What follows belongs to an exercise in optimizing a design on an open flow for small area, a short achievable clock period and few clock cycles; a production flow would make more cautious choices.
In this exercise RTL edits were held to simulation tests only and were not proved equivalent to the original.

==> flow/design.v <==
`timescale 1ns / 1ps
package qpsc_pkg;
    localparam int SAMPLE_BITS   = 12;
    localparam int FRACTION_BITS = 15;
    localparam int STEPS_W  = 13;
    localparam int TGT_W    = 16;
    localparam int TOL_W    = 15;
    localparam int MOVES_W  = 16;
    localparam int CFG_W    = 16;
    localparam int CFG_IDX_W = 2;
    localparam int COIL_W   = 4;
    localparam int STATUS_W = 3;
    localparam int PHASE_W  = 3;
    localparam int SUM_W  = SAMPLE_BITS + 2;
    localparam int DIFF_W = SUM_W + 1;
    localparam int ERR_W  = SUM_W + ((FRACTION_BITS > TGT_W) ? FRACTION_BITS : TGT_W) + 2;
    localparam int TPROD_W = TGT_W + SUM_W + 1;
    localparam int LPROD_W = TOL_W + SUM_W;
    localparam int IN_FIELDS_W  = 4 * SAMPLE_BITS;
    localparam int IN_DATA_W    = ((IN_FIELDS_W + 7) / 8) * 8;
    localparam int OUT_FIELDS_W = COIL_W + 1 + STEPS_W + STATUS_W;
    localparam int OUT_DATA_W   = ((OUT_FIELDS_W + 7) / 8) * 8;
    localparam logic [STEPS_W-1:0] BUDGET_MAX = STEPS_W'(4096);
    localparam logic [STEPS_W-1:0] INIT_STEPS_RST = STEPS_W'(2048);
    localparam logic [TGT_W-1:0]   TARGET_RST     = '0;
    localparam logic [TOL_W-1:0]   TOL_RST        = TOL_W'(33);
    localparam logic [MOVES_W-1:0] MAX_MOVES_RST  = MOVES_W'(65535);
    typedef enum logic [CFG_IDX_W-1:0] {
        CFG_INITIAL_STEPS = 2'd0,
        CFG_TARGET        = 2'd1,
        CFG_TOLERANCE     = 2'd2,
        CFG_MAX_MOVES     = 2'd3
    } qpsc_cfg_idx_t;
    typedef enum logic [STATUS_W-1:0] {
        ST_IDLE    = 3'd0,
        ST_MOVING  = 3'd1,
        ST_ALIGNED = 3'd2,
        ST_LIMIT   = 3'd3,
        ST_NOBEAM  = 3'd4
    } qpsc_status_t;
    typedef struct packed {
        logic no_beam;
        logic aligned;
        logic err_pos;
    } qpsc_eval_t;
    typedef struct packed {
        qpsc_status_t         status;
        logic [STEPS_W-1:0]   step_budget;
        logic                 turn_reverse;
        logic [COIL_W-1:0]    coil_pattern;
    } qpsc_result_t;
    typedef struct packed {
        qpsc_status_t         status;
        logic [STEPS_W-1:0]   budget;
        logic [STEPS_W-1:0]   steps_left;
    } qpsc_mon_t;
    function automatic logic [COIL_W-1:0] coil_lookup(input logic [PHASE_W-1:0] phase);
        case (phase)
            3'd0:    coil_lookup = 4'h1;
            3'd1:    coil_lookup = 4'h3;
            3'd2:    coil_lookup = 4'h2;
            3'd3:    coil_lookup = 4'h6;
            3'd4:    coil_lookup = 4'h4;
            3'd5:    coil_lookup = 4'hC;
            3'd6:    coil_lookup = 4'h8;
            default: coil_lookup = 4'h9;
        endcase
    endfunction
endpackage
`timescale 1ns / 1ps
module qpsc_eval (
    input  logic [qpsc_pkg::SAMPLE_BITS-1:0] quad_a,
    input  logic [qpsc_pkg::SAMPLE_BITS-1:0] quad_b,
    input  logic [qpsc_pkg::SAMPLE_BITS-1:0] quad_c,
    input  logic [qpsc_pkg::SAMPLE_BITS-1:0] quad_d,
    input  logic [qpsc_pkg::TGT_W-1:0]       target_position,
    input  logic [qpsc_pkg::TOL_W-1:0]       tolerance,
    output qpsc_pkg::qpsc_eval_t             result
);
    logic [qpsc_pkg::SUM_W-1:0]          sum;
    logic [qpsc_pkg::SAMPLE_BITS:0]      pair_bd;
    logic [qpsc_pkg::SAMPLE_BITS:0]      pair_ac;
    logic signed [qpsc_pkg::DIFF_W-1:0]  diff;
    logic signed [qpsc_pkg::ERR_W-1:0]   scaled;
    logic signed [qpsc_pkg::TPROD_W-1:0] target_prod;
    logic signed [qpsc_pkg::ERR_W-1:0]   err;
    logic [qpsc_pkg::ERR_W-1:0]          mag;
    logic [qpsc_pkg::LPROD_W-1:0]        tol_prod;
    assign pair_bd = {1'b0, quad_b} + {1'b0, quad_d};
    assign pair_ac = {1'b0, quad_a} + {1'b0, quad_c};
    assign sum     = qpsc_pkg::SUM_W'(pair_bd) + qpsc_pkg::SUM_W'(pair_ac);
    assign diff = $signed(qpsc_pkg::DIFF_W'(pair_bd)) - $signed(qpsc_pkg::DIFF_W'(pair_ac));
    assign scaled = qpsc_pkg::ERR_W'(diff) <<< qpsc_pkg::FRACTION_BITS;
    assign target_prod = $signed(target_position) * $signed({1'b0, sum});
    assign err = scaled - qpsc_pkg::ERR_W'(target_prod);
    assign mag      = err[qpsc_pkg::ERR_W-1] ? qpsc_pkg::ERR_W'(-err) : qpsc_pkg::ERR_W'(err);
    assign tol_prod = tolerance * sum;
    assign result.no_beam = (sum == '0);
    assign result.aligned = (mag <= qpsc_pkg::ERR_W'(tol_prod));
    assign result.err_pos = !err[qpsc_pkg::ERR_W-1] && (err != '0);
endmodule
`timescale 1ns / 1ps
module qpsc_seq (
    input  logic                            aclk,
    input  logic                            aresetn,
    input  logic                            fire,
    input  logic                            start_req,
    input  qpsc_pkg::qpsc_eval_t            eval_res,
    input  logic [qpsc_pkg::STEPS_W-1:0]    initial_steps,
    input  logic [qpsc_pkg::MOVES_W-1:0]    max_moves,
    output qpsc_pkg::qpsc_result_t          result,
    output qpsc_pkg::qpsc_mon_t             mon
);
    qpsc_pkg::qpsc_status_t           status_reg, status_next;
    logic [qpsc_pkg::PHASE_W-1:0]     phase_reg, phase_next;
    logic                             rev_reg, rev_next;
    logic [qpsc_pkg::STEPS_W-1:0]     budget_reg, budget_next;
    logic [qpsc_pkg::STEPS_W-1:0]     steps_reg, steps_next;
    logic [qpsc_pkg::MOVES_W-1:0]     count_reg, count_next;
    logic                             stepping;
    logic                             do_eval;
    logic                             first_test;
    logic                             move_ok;
    logic [qpsc_pkg::STEPS_W-1:0]     init_budget;
    logic [qpsc_pkg::STEPS_W-1:0]     base_budget;
    logic [qpsc_pkg::STEPS_W-1:0]     halved;
    logic [qpsc_pkg::STEPS_W-1:0]     steps_dec;
    logic [qpsc_pkg::MOVES_W-1:0]     count_base;
    logic [qpsc_pkg::COIL_W-1:0]      coil;
    always_comb begin
        if (initial_steps == '0) begin
            init_budget = qpsc_pkg::STEPS_W'(1);
        end else if (initial_steps > qpsc_pkg::BUDGET_MAX) begin
            init_budget = qpsc_pkg::BUDGET_MAX;
        end else begin
            init_budget = initial_steps;
        end
    end
    always_comb begin
        stepping    = fire && !start_req && (status_reg == qpsc_pkg::ST_MOVING);
        first_test  = fire && start_req;
        steps_dec   = (steps_reg != '0) ? steps_reg - qpsc_pkg::STEPS_W'(1) : steps_reg;
        do_eval     = first_test || (stepping && (steps_dec == '0));
        base_budget = first_test ? init_budget : budget_reg;
        count_base  = first_test ? '0 : count_reg;
        move_ok     = !eval_res.no_beam && !eval_res.aligned && (count_base < max_moves);
        halved      = base_budget >> 1;
    end
    always_comb begin
        status_next = status_reg;
        if (do_eval) begin
            if (eval_res.no_beam) begin
                status_next = qpsc_pkg::ST_NOBEAM;
            end else if (eval_res.aligned) begin
                status_next = qpsc_pkg::ST_ALIGNED;
            end else if (count_base >= max_moves) begin
                status_next = qpsc_pkg::ST_LIMIT;
            end else begin
                status_next = qpsc_pkg::ST_MOVING;
            end
        end
    end
    always_comb begin
        phase_next  = phase_reg;
        rev_next    = rev_reg;
        budget_next = first_test ? init_budget : budget_reg;
        steps_next  = steps_reg;
        count_next  = count_base;
        if (stepping) begin
            phase_next = rev_reg ? phase_reg - qpsc_pkg::PHASE_W'(1)
                                 : phase_reg + qpsc_pkg::PHASE_W'(1);
            steps_next = steps_dec;
        end
        if (do_eval) begin
            if (move_ok) begin
                if (!first_test && (eval_res.err_pos != rev_reg)) begin
                    budget_next = (halved == '0) ? qpsc_pkg::STEPS_W'(1) : halved;
                end else begin
                    budget_next = base_budget;
                end
                rev_next   = eval_res.err_pos;
                steps_next = budget_next;
                count_next = count_base + qpsc_pkg::MOVES_W'(1);
            end else begin
                steps_next = '0;
            end
        end
    end
    always_comb begin
        coil = stepping ? qpsc_pkg::coil_lookup(phase_reg) : '0;
    end
    always_ff @(posedge aclk) begin
        if (!aresetn) begin
            status_reg <= qpsc_pkg::ST_IDLE;
            phase_reg  <= '0;
            rev_reg    <= 1'b0;
            budget_reg <= '0;
            steps_reg  <= '0;
            count_reg  <= '0;
        end else if (fire) begin
            status_reg <= status_next;
            phase_reg  <= phase_next;
            rev_reg    <= rev_next;
            budget_reg <= budget_next;
            steps_reg  <= steps_next;
            count_reg  <= count_next;
        end
    end
    assign result.status       = status_next;
    assign result.step_budget  = budget_next;
    assign result.turn_reverse = rev_next;
    assign result.coil_pattern = coil;
    assign mon.status     = status_reg;
    assign mon.budget     = budget_reg;
    assign mon.steps_left = steps_reg;
endmodule
`timescale 1ns / 1ps
module quad_photodiode_stepper_centering (
    input  logic                              aclk,
    input  logic                              aresetn,
    input  logic                              s_tvalid,
    output logic                              s_tready,
    input  logic [qpsc_pkg::IN_DATA_W-1:0]    s_tdata,   
    input  logic                              s_tuser,   
    output logic                              m_tvalid,
    input  logic                              m_tready,
    output logic [qpsc_pkg::OUT_DATA_W-1:0]   m_tdata,   
    input  logic                              cfg_we,
    input  logic [qpsc_pkg::CFG_IDX_W-1:0]    cfg_index,
    input  logic [qpsc_pkg::CFG_W-1:0]        cfg_wdata
);
    localparam int SB = qpsc_pkg::SAMPLE_BITS;
    logic [qpsc_pkg::STEPS_W-1:0]  init_steps_reg;
    logic [qpsc_pkg::TGT_W-1:0]    target_reg;
    logic [qpsc_pkg::TOL_W-1:0]    tol_reg;
    logic [qpsc_pkg::MOVES_W-1:0]  max_moves_reg;
    logic                          in_valid_reg, in_valid_next;
    logic                          in_start_reg;
    logic [SB-1:0]                 in_a_reg, in_b_reg, in_c_reg, in_d_reg;
    logic                          out_valid_reg, out_valid_next;
    qpsc_pkg::qpsc_result_t        out_reg;
    logic                          out_free;
    logic                          fire;
    logic                          in_take;
    qpsc_pkg::qpsc_eval_t          eval_res;
    qpsc_pkg::qpsc_result_t        result;
    qpsc_pkg::qpsc_mon_t           mon;
    always_ff @(posedge aclk) begin
        if (!aresetn) begin
            init_steps_reg <= qpsc_pkg::INIT_STEPS_RST;
            target_reg     <= qpsc_pkg::TARGET_RST;
            tol_reg        <= qpsc_pkg::TOL_RST;
            max_moves_reg  <= qpsc_pkg::MAX_MOVES_RST;
        end else if (cfg_we) begin
            case (cfg_index)
                qpsc_pkg::CFG_INITIAL_STEPS: init_steps_reg <= cfg_wdata[qpsc_pkg::STEPS_W-1:0];
                qpsc_pkg::CFG_TARGET:        target_reg     <= cfg_wdata[qpsc_pkg::TGT_W-1:0];
                qpsc_pkg::CFG_TOLERANCE:     tol_reg        <= cfg_wdata[qpsc_pkg::TOL_W-1:0];
                qpsc_pkg::CFG_MAX_MOVES:     max_moves_reg  <= cfg_wdata[qpsc_pkg::MOVES_W-1:0];
                default: ;
            endcase
        end
    end
    assign out_free = !out_valid_reg || m_tready;
    assign fire     = in_valid_reg && out_free;
    assign s_tready = !in_valid_reg || out_free;
    assign in_take  = s_tvalid && s_tready;
    always_comb begin
        in_valid_next = in_valid_reg;
        if (in_take) begin
            in_valid_next = 1'b1;
        end else if (fire) begin
            in_valid_next = 1'b0;
        end
    end
    always_comb begin
        out_valid_next = out_valid_reg;
        if (fire) begin
            out_valid_next = 1'b1;
        end else if (m_tready) begin
            out_valid_next = 1'b0;
        end
    end
    always_ff @(posedge aclk) begin
        if (!aresetn) begin
            in_valid_reg <= 1'b0;
        end else begin
            in_valid_reg <= in_valid_next;
        end
    end
    always_ff @(posedge aclk) begin
        if (in_take) begin
            in_start_reg <= s_tuser;
            in_a_reg     <= s_tdata[SB-1:0];
            in_b_reg     <= s_tdata[2*SB-1:SB];
            in_c_reg     <= s_tdata[3*SB-1:2*SB];
            in_d_reg     <= s_tdata[4*SB-1:3*SB];
        end
    end
    qpsc_eval u_eval (
        .quad_a          (in_a_reg),
        .quad_b          (in_b_reg),
        .quad_c          (in_c_reg),
        .quad_d          (in_d_reg),
        .target_position (target_reg),
        .tolerance       (tol_reg),
        .result          (eval_res)
    );
    qpsc_seq u_seq (
        .aclk          (aclk),
        .aresetn       (aresetn),
        .fire          (fire),
        .start_req     (in_start_reg),
        .eval_res      (eval_res),
        .initial_steps (init_steps_reg),
        .max_moves     (max_moves_reg),
        .result        (result),
        .mon           (mon)
    );
    always_ff @(posedge aclk) begin
        if (!aresetn) begin
            out_valid_reg <= 1'b0;
        end else begin
            out_valid_reg <= out_valid_next;
        end
    end
    always_ff @(posedge aclk) begin
        if (fire) begin
            out_reg <= result;
        end
    end
    assign m_tvalid = out_valid_reg;
    assign m_tdata  = qpsc_pkg::OUT_DATA_W'({out_reg.status, out_reg.step_budget,
                                             out_reg.turn_reverse, out_reg.coil_pattern});
endmodule
==> flow/run.sh <==
#!/bin/bash
# synth_recipe.tcl (not shown) runs the flow's synth.tcl, then flattens the netlist and writes it again
# the make line also repeats each setting of config.mk as NAME=value (left out here)
make -C /OpenROAD-flow-scripts/flow DESIGN_CONFIG=/design/flow/config.mk WORK_HOME=/design/flow/orfs CLKGATE_MAP_FILE= SYNTH_SCRIPT=/design/flow/synth_recipe.tcl finish
==> flow/config.mk <==
export PLATFORM = sky130hd
export DESIGN_NAME = quad_photodiode_stepper_centering
export DESIGN_NICKNAME = quad_photodiode_stepper_centering
export VERILOG_FILES = /design/flow/design.v
export SDC_FILE = /design/flow/constraint.sdc
export NUM_CORES = 4
export LEC_CHECK = 0
export CAP_MARGIN = 20
export CORE_MARGIN = 2
export CORE_UTILIZATION = 40
export SLEW_MARGIN = 20
==> flow/constraint.sdc <==
create_clock -name core_clock -period 12.5 [get_ports {aclk}]
set_input_delay 2.5000 -clock core_clock [delete_from_list [all_inputs] [get_ports {aclk}]]
set_output_delay 2.5000 -clock core_clock [all_outputs]
set_load 0.01 [all_outputs]
==> notes.md <==
status complete, no violations; adder-cell share of the synthesized area 0.410; CTS root buf clkbuf_16; hold_buf cts 0; ranking of synthesized cells by area fa_1 (28%), ha_1 (13%), dfxtp_1 (7.8%), edfxtp_1 (7.4%), inv_1 (7.3%); R2R depth 53; CTS Buffer Depth 2; Yosys cell types 89; number of global-route vias before repair 22900; Worst path depth 53; critical path class reg2reg; die area 73200 um^2; Mapped Area 28400 um^2; Hold Path Stages 2; dpl hpwl 57900 um; Crit-path slowest cell fa_1; CP max stage delay 0.57 ns; worst hold-check path type reg2reg; final setup margin 0.496 ns; largest family of logic cells by synthesized area adder cells; CTS tree built; row cnt 97; largest net degree at the start of global routing 68; EDFF count, synth 70; Core Box Area 70100 um^2; Fin Clk Skew 0.0129 ns; crit path max fanout 12; Startpoint Class flip-flop; post-DR wirelength/cell 16.6 um; port buffer count 94; max-cap violations 0; worst path buffer plus inverter count 10; Seq. cell area 4320 um^2; area of the multi-input gates 21800 um^2; Die Span Y 271 um; Fill cells 7010; Die Wd 271 um; final std cells w/o fill 4299; Least-Margin Pin Slew 1.02 ns; Async SR Flop Fraction 0; Yosys top cell by area fa_1; CTS buffer count 17; post-synthesis instance total 3255; WP data arrival 12.39 ns; placed cells 4242; nets 4107; clk sinks 181; DRT antenna net count 0; # H-tree levels 4; Clock Latency Late Sink 0.46 ns; register clock-pin slew on the reported worst setup and hold paths 0.08 ns; Top delay family on crit path adder cells; syn avg cell area 8.73 um^2; simple-gate portion of the synthesized area 0.181; Initial DRC Count 1180; DRT Pass-1 Iters 5; post-synthesis mux area share 0.00335; Area Growth Syn to Fin 12.6%; post-layout util 0.456; Primary FF master, synth dfxtp_1; ant diodes 0; Final Hold Fails 0; post-synthesis register bit count 181; gr ovfl total 0; GP Congestion 0.890; Total GRT Usage 0.202; share of cells above drive strength 1 0.0851; Initial Util 0.405; Seq/Total Area, Yosys 0.152; Max-slew headroom 0.317; Post-Place Worst Slack -0.217 ns; CP endpoint kind flip-flop; cell repeated most along the worst path fa_1; Synth Area in Compound Gates 0.125; I/O pin count 98; Tcrit/Tclk final 0.960; Largest register FFs 21; WL final 71600 um; Min Clock Period, post-route 12.00 ns; top cell type's share of synthesized area 0.284; Pins Over Slew Limit 0; Synthesis Warnings 2; # setup viols final 0; initial antenna violation count 0; Synth Area in XOR/XNOR 0.0345; Max Clock Freq 83.3 MHz; Worst EP required 12.88 ns; vias per std cell 5.16; via count 22200; Post-route DRC 0; first-pass GRT wire length 120000 um
==> final cells by class <==
cell class | count | share of cell area
clock buffer | 18 | 0.0134
clock inverter | 14 | 0.00497
inverter | 555 | 0.0651
multi-input combinational | 2370 | 0.683
sequential | 181 | 0.135
tap | 940 | 0.0368
timing repair buffer | 221 | 0.0617
==> repair_timing <==
action | in CTS | in global routing
pin swaps | 2 | 33
gates resized for setup | 6 | 87
endpoints found under the setup margin | 56 | 61
buffers inserted | 4 | 20
==> worst paths after layout <==
check / slack (ns) / startpoint / endpoint
max: 0.50 / in_c_reg[0] / u_seq.count_reg[7]
min: 0.48 / init_steps_reg[5] / init_steps_reg[5]
max reg2reg: 0.50 / in_c_reg[0] / u_seq.count_reg[7]
min reg2reg: 0.48 / init_steps_reg[5] / init_steps_reg[5]
==> metal layers <==
| metal | global-route usage | wire [um] | share of wire | vias to the layer above |
|---|---|---|---|---|
| met4 | 0.0545 | 1580 | 0.022 | 0 |
| met5 | 0 | 0 | 0 | - |
| met3 | 0.0206 | 2740 | 0.038 | 79 |
| li1 | - | - | - | 10700 |
| met1 | 0.277 | 33200 | 0.46 | 11000 |
| met2 | 0.339 | 34100 | 0.48 | 446 |
==> placed cells by master, fill, tap and decap left out, types with 38 or more instances in the layout <==
master	Yosys	layout
a21o_1	43	43
a21oi_1	170	154
and2_1	264	262
buf_4	3	116
clkdlybuf4s50_1	0	94
dfxtp_1	111	111
edfxtp_1	70	70
fa_1	403	400
ha_1	286	282
inv_1	554	553
nand2_1	412	412
nand3_1	41	41
nor2_1	104	99
nor3_1	44	38
o21ai_0	76	66
xnor2_1	78	70
==> cells in the mapped netlist, types with 6 or more instances <==
cell type and number:
ha_1 286, and4_1 10, nor4_1 13, or3_1 18, a22o_1 9, nand3_1 41, a22oi_1 12, fa_1 403
a21o_1 43, nand4_1 22, o21ai_0 76, nor3_1 44, and3_1 16, nor2_1 104, and2_1 264, o21bai_1 24
nand2b_1 23, a211oi_1 37, edfxtp_1 70, dfxtp_1 111, xnor2_1 78, nor2b_1 15, o221a_2 7, clkbuf_1 138
or4_1 9, nand2_1 412, inv_1 554, o211ai_1 30, a21oi_1 170, xor2_1 34, o21a_1 29, a31oi_1 9
o31ai_1 10, a211o_1 6, buf_2 6, or2_2 12
==> cells by family (layout without fill, tap and decap cells) <==
family | count (synthesis) | in the layout
buf+inv | 706 | 808
flops | 181 | 181
xor+xnor | 112 | 112
simple gates | 1026 | 1026
fa+ha+maj | 690 | 690
mux | 9 | 9
other cells | 1 | 3
compound gates | 530 | 530
==> worst min-delay path, cell delays in order (launching register included) <==
cell	delay, ns
dfxtp_1	0.33
nand2_1	0.06
a21oi_1	0.05
==> stage by stage <==
| step | hold slack [ns] | setup TNS [ns] | instance area, um^2 |
|---|---|---|---|
| global placement | 0.459 | -0.0106 | 30800 |
| CTS | 0.479 | 0 | 31500 |
| detailed placement | 0.469 | -6.27 | 30800 |
| finish | 0.480 | 0 | 32000 |
| global route | 0.500 | -0.191 | 32000 |
| floorplan | 0.449 | 0 | 28400 |
Testbench counts, summed over its fixed seeds: cycles 32,128.

re-timing with driven ports:
The results above use ideal ports. As a check the final layout listed here was re-extracted and re-timed, cells and wires unchanged. Step 1 (the two cells are an assumption about what drives the block):
set clk [get_ports {aclk}]
set_driving_cell -lib_cell sky130_fd_sc_hd__clkbuf_16 $clk
set_driving_cell -lib_cell sky130_fd_sc_hd__buf_2 [delete_from_list [all_inputs] $clk]
Step 2 also shifts input and output timing later by t, the mid clock arrival at the registers, as if the neighbouring blocks saw the same clock. Three values: no drivers, after step 1, after step 2; two values: the first two.
t (ns): 0.511
slack for setup (ns): 0.496 / 0.496 / 0.496
worst register clock-pin slew, ns: 0.08 / 0.08
worst slew at a driven data input, ns: 0.06
cell pins on the clock port's net: 1
After both steps setup and hold are still met in this run. The setup slack of this run moves by 0.000 ns with the drivers and by 0.000 ns with both steps.
